From an optimization exercise on the open Yosys and OpenROAD flow, aimed at small area; shortcuts taken in it are not production practice.
The RTL was checked by simulation tests, not by an equivalence proof against the original design.

== raven ==
==> flow/design.v (excerpt) <==
module cmfs_top (
	input  logic        clk,
	input  logic        arst_n,
	input  logic        start,
	output logic        busy,
	input  logic [15:0] dir_x,
	input  logic [15:0] dir_y,
	input  logic [15:0] dir_z,
	output logic        done,
	output logic [2:0]  face,
	output logic [12:0] coord_u,
	output logic [12:0] coord_v,
	output logic        zero_vector
);
	cmfs_pkg::cmfs_in_t  dir_w;
	cmfs_pkg::cmfs_out_t res_w;
	assign dir_w.dir_x = dir_x;
	assign dir_w.dir_y = dir_y;
	assign dir_w.dir_z = dir_z;
	cube_map_face_select_unit u_unit (
		.clk    (clk),
		.arst_n (arst_n),
		.start  (start),
		.busy   (busy),
		.dir    (dir_w),
		.done   (done),
		.res    (res_w)
	);
	assign face        = res_w.face;
	assign coord_u     = res_w.coord_u;
	assign coord_v     = res_w.coord_v;
	assign zero_vector = res_w.zero_vector;
endmodule
For scale: roughly 3,100 cells after synthesis, roughly 370 flip-flops, roughly 83 I/O pins, roughly 0.027 mm^2 of cells after synthesis.
Settings: LEC_CHECK=0, ABC_AREA=1, CAP_MARGIN=20, CORE_MARGIN=2, CORE_UTILIZATION=50, CTS_CLUSTER_DIAMETER=70, CTS_CLUSTER_SIZE=35, GPL_TIMING_DRIVEN=0, PLACE_DENSITY=0.65, SLEW_MARGIN=20; clock period 4.5 ns.
run.sh (not shown) runs the stock make flow with config.mk's settings and CLKGATE_MAP_FILE= SYNTH_SCRIPT=/design/flow/synth_recipe.tcl, a recipe that flattens the netlist after the stock synthesis.
raven finished every step from synthesis to the final layout, and the layout passed the timing, DRC and antenna checks.
### raven -> indigo
- a change of CTS_CLUSTER_DIAMETER from 70 to 60
- a change of CTS_CLUSTER_SIZE from 35 to 30
- a change of PLACE_DENSITY from 0.65 to 0.7
- a change of CORE_UTILIZATION from 50 to 55
## What came out
- indigo did not stop at any stage, and its layout met the timing, DRC and antenna checks.
- Taking raven as the reference, in indigo core utilization went up by 5.6 points; final weighted congestion in routability-driven placement picked up an extra 0.84%; post-placement cell area saw a decrease.
Inputs modified between indigo and willow:
- setting GPL_ROUTABILITY_DRIVEN to 0 for the first time
- changing CTS_CLUSTER_SIZE from 30 to 35
- changing CTS_CLUSTER_DIAMETER from 60 to 70
--- outcome ---
- Portion of the clock cycle consumed by the worst path in the final layout delta for willow relative to indigo: 0.37 points lower
- In terms of routed wire length per instance, indigo and willow differ only marginally.
- Higher cell area among willow and indigo: indigo
- Relative to indigo, fraction of area in multi-input gates has increased by 0.59 points in willow.
- [compare] base=indigo new=willow: number of vias in the routed layout increased about 0.6%.
What lagoon does differently from willow at the input level:
- GPL_ROUTABILITY_DRIVEN no longer set, was 0
- CTS_CLUSTER_DIAMETER now 60, was 70
- CORE_UTILIZATION now 40, was 55
- CTS_CLUSTER_SIZE now 30, was 35
- PLACE_DENSITY no longer set, was 0.7
Results
- There was hardly any difference in register area between lagoon and willow.
- Between willow and lagoon, the net total in the final layout is lower for willow.
- lagoon against willow: non-clock buffer count now sits higher, clock slew seen by the registers of the worst setup and hold paths saw a decrease.
- willow → lagoon: area overhead of the layout relative to synthesis up 3.0 points, area of the core up about 38%, number of non-filler instances in the completed layout up 7.2%, final area up 820 um^2.
- Full die area, willow and lagoon: higher on lagoon
#### Input delta (amber over lagoon)
- CTS_CLUSTER_SIZE changed from 30 to 40
- CTS_CLUSTER_DIAMETER changed from 60 to 80
Findings:
- Comparing lagoon and amber, sequential share of layout area is lower on lagoon.
- Run comparison: amber origin of the worst setup path dir_y[2]; lagoon origin of the worst setup path dir_z[2]
- Taking amber over lagoon, the critical path depth ratio works out to 1.3.
- Looking at multi-input combinational area share across lagoon and amber, the one that comes out higher is amber.
- amber | status: complete | timing, DRC, antenna: pass
- Compared with lagoon, amber shows worst hold slack higher by 0.0031 ns.
- Going from lagoon to amber, the sum of buffers and inverters on the critical path was found to have gone up by 3.
- Any difference in share of flip-flops with an asynchronous set or reset after synthesis between lagoon and amber is small enough to ignore.


Another version of the RTL of cmfs_top (not shown whole).
Size in the first run: ~3400 cells after synthesis, ~380 flip-flops.
## cmfs_top
module cmfs_top (
	input  logic        clk,
	input  logic        arst_n,
	input  logic        start,
	output logic        busy,
	input  logic [15:0] dir_x,
	input  logic [15:0] dir_y,
	input  logic [15:0] dir_z,
	output logic        done,
	output logic [2:0]  face,
	output logic [12:0] coord_u,
	output logic [12:0] coord_v,
	output logic        zero_vector
);
==> flow/config.mk <==
export PLATFORM = sky130hd
export DESIGN_NAME = cmfs_top
export DESIGN_NICKNAME = cmfs_top
export VERILOG_FILES = /design/flow/design.v
export SDC_FILE = /design/flow/constraint.sdc
export NUM_CORES = 4
export LEC_CHECK = 0
export CAP_MARGIN = 20
export CORE_MARGIN = 2
export CORE_UTILIZATION = 40
export SLEW_MARGIN = 20
==> flow/constraint.sdc <==
create_clock -name core_clock -period 4.5 [get_ports {clk}]
set_input_delay 0.9000 -clock core_clock [delete_from_list [all_inputs] [get_ports {clk}]]
set_output_delay 0.9000 -clock core_clock [all_outputs]
set_load 0.01 [all_outputs]
==> next run, changes <==
--- a/flow/config.mk
+++ b/flow/config.mk
@@ -10,2 +10,3 @@
 export CORE_UTILIZATION = 40
+export GPL_TIMING_DRIVEN = 0
 export SLEW_MARGIN = 20
=> Now the flow reached the layout checks and failed them: negative setup slack; via count fell by 2.6%; hold slack loses 0.017 ns; non-clock buffer count fell by 201; die area stays the same; global-route usage fell by 0.54 points.

==> separate check: timing with driven ports <==
In the flow no input, the clock included, has a driving cell. The finished layouts below were timed again as built, in two steps.
Step 1 (the two cells are an assumption about what drives the block):
set clk [get_ports {clk}]
set_driving_cell -lib_cell sky130_fd_sc_hd__clkbuf_16 $clk
set_driving_cell -lib_cell sky130_fd_sc_hd__buf_2 [delete_from_list [all_inputs] $clk]
Step 2 times the ports against the registers' clock, not the clock port: input delays grow and output delays shrink by t, the midpoint of the rising clock arrivals with the driver on.
a / b / c = ideal / step 1 / step 2; a / b = the first two.
run | t (ns) | setup slack, ns | worst hold slack (ns)
raven | 0.668 | 0.171 / 0.122 / -0.497 | 0.295 / 0.295 / 0.295
indigo | 0.617 | 0.160 / 0.102 / -0.421 | 0.313 / 0.313 / 0.313
willow | 0.649 | 0.177 / 0.196 / -0.442 | 0.327 / 0.327 / 0.327
lagoon | 0.637 | 0.133 / 0.170 / -0.467 | 0.327 / 0.327 / 0.327
amber | 0.644 | 0.148 / 0.178 / -0.466 | 0.330 / 0.330 / 0.330
the first run of note 2 | 0.643 | 0.113 / 0.150 / -0.493 | 0.320 / 0.320 / 0.320
the second run of note 2 | 0.632 | -0.078 / -0.056 / -0.688 | 0.303 / 0.303 / 0.303
Met with ideal ports but missed after step 2: setup timing in 6 of these runs. For raven, which loses most, drivers alone change the setup slack by -0.049 ns; drivers and shift together by -0.668 ns.
